From an optimization exercise on the open Yosys and OpenROAD flow, aimed at small area, a short achievable clock period and few clock cycles per item; shortcuts taken in it are not production practice. Only simulation tests tie the RTL to the original design; equivalence was not proved.

## yarrow
==> flow/design.v (excerpt) <==
module mag_calibrate_heading (
  input  logic               clk,
  input  logic               rst,
  input  logic               in_valid,
  output logic               in_stall,
  input  logic [1:0]         req_type,
  input  logic signed [15:0] raw_x,
  input  logic signed [15:0] raw_y,
  input  logic signed [15:0] raw_z,
  output logic               out_valid,
  input  logic               out_stall,
  output logic [14:0]        heading,
  output logic signed [19:0] cal_x,
  output logic signed [19:0] cal_y,
  output logic signed [19:0] cal_z,
  output logic [1:0]         status,
  output logic               calibrated
);
  localparam int XW = 29;               
  localparam int PW = 66;               
  logic adv;                  
  logic fin_busy;             
  logic        v0;
  logic [1:0]  q0;
  logic signed [15:0] r0x, r0y, r0z;
  logic        acc;
  assign acc = in_valid & ~in_stall;
  always_ff @(posedge clk) begin
    if (rst) v0 <= 1'b0;
    else if (!in_stall) v0 <= in_valid;
    if (!in_stall) begin
      q0 <= req_type; r0x <= raw_x; r0y <= raw_y; r0z <= raw_z;
    end
  end
  logic signed [15:0] lo_x, lo_y, lo_z, hi_x, hi_y, hi_z;
  logic               seen;
  logic signed [16:0] c_x, c_y, c_z;
  logic [15:0]        g_x, g_y, g_z;
  logic [17:0]        g3_x, g3_y, g3_z;    
  logic               cal_valid;
  logic               fin_fail;
  logic               fail;
  logic               fail_r;     
  logic               fin_old;    
  logic               trk_chg;    
  logic               ddone;
  logic [15:0]        gn_x, gn_y, gn_z;
  logic [17:0]        gn3_x, gn3_y, gn3_z;
  assign gn3_x = 18'(gn_x) + {1'b0, gn_x, 1'b0};
  assign gn3_y = 18'(gn_y) + {1'b0, gn_y, 1'b0};
  assign gn3_z = 18'(gn_z) + {1'b0, gn_z, 1'b0};
  logic               commit;
  assign fail = !seen || hi_x <= lo_x || hi_y <= lo_y || hi_z <= lo_z;
  assign commit = fin_busy && fin_old && !v1 && (fail_r || ddone);
  assign trk_chg = rst || commit ||
                   (v0 && q0 == 2'd1 && (r0x < lo_x || r0x > hi_x || r0y < lo_y ||
                                         r0y > hi_y || r0z < lo_z || r0z > hi_z));
  logic [16:0] cn_x, cn_y, cn_z;
  ...
Size: roughly 16000 cells after synthesis, about 190000 um2 of cells after synthesis.
clock: 7.0 ns
lec_check: 0
cap_margin: 20
core_margin: 2
core_utilization: 60
setup_slack_margin: 3.6
slew_margin: 20
synth_hierarchical: 1
synth_minimum_keep_size: 0
run.sh (not shown) runs the stock make flow with config.mk's settings and CLKGATE_MAP_FILE= SYNTH_SCRIPT=/design/flow/synth_recipe.tcl, a recipe that flattens the netlist after the stock synthesis.
Testbench counts of yarrow, summed over its fixed seeds: cycles 3,626, items 3,200.
#### Input delta (tundra over yarrow)
diff --git a/flow/config.mk b/flow/config.mk
--- a/flow/config.mk
+++ b/flow/config.mk
@@ -11 +11 @@
-export SETUP_SLACK_MARGIN = 3.6
+export SETUP_SLACK_MARGIN = 3.7
### Flow results
Diff yarrow -> tundra: count of multi-input combinational gates comparable, number of non-clock buffers in the layout has increased, global-route usage up 0.40 points.

========
wip/maple:
Starting RTL as in the previous note.
export LEC_CHECK = 0
export CAP_MARGIN = 20
export CORE_MARGIN = 2
export CORE_UTILIZATION = 60
export SETUP_SLACK_MARGIN = 3.8
export SLEW_MARGIN = 20
export SYNTH_HIERARCHICAL = 1
export SYNTH_MINIMUM_KEEP_SIZE = 0
create_clock -name core_clock -period 7.0 [get_ports {clk}]
The final report for wip/maple shows a completed flow and a layout that fails verification, specifically antenna rules.
Testbench counts of wip/maple, summed over its fixed seeds: cycles 3,626, items 3,200.
Inputs modified between wip/maple and wip/violet:
Settings: CORE_UTILIZATION changed from 60 to 65; SETUP_SLACK_MARGIN changed from 3.8 to 3.6.
Results
- Ran to the end and failed final checks on capacitance limit, slew limit: wip/violet.
- Final checks on wip/maple, whose flow otherwise completed, came back failing, citing antenna rules.
- wip/maple → wip/violet: slew at the pin with the worst max-slew slack climbed 580 ps, cell area dropped about 1.8%.
- The via count of wip/violet was inferior to that of wip/maple.

-- static timing again, ports no longer ideal --
No port has a modelled driver above. Below, the same layouts with a new extraction and two added sets of constraints. Step 1 sets driving cells, clkbuf_16 on the clock port and buf_2 on the other inputs (assumed; they add their load-dependent delay and slew). Step 2 also shifts input and output timing later by t, the mid clock arrival at the registers, as if the neighbouring blocks saw the same clock. Three values: ideal ports, drivers, drivers and shift; two values: the first two.
| run | shift t [ns] | setup WS [ns] | worst data-port slew with drivers (ns) |
|---|---|---|---|
| yarrow | 1.023 | 3.494 / 3.494 / 3.043 | 0.16 |
| tundra | 1.023 | 3.424 / 3.424 / 3.016 | 0.17 |
| wip/maple | 1.023 | 3.425 / 3.425 / 3.004 | 0.20 |
| wip/violet | 1.031 | 2.827 / 2.827 / 2.794 | 0.17 |
For yarrow, which loses most, drivers alone change the setup slack by 0.000 ns; drivers and shift together by -0.451 ns.
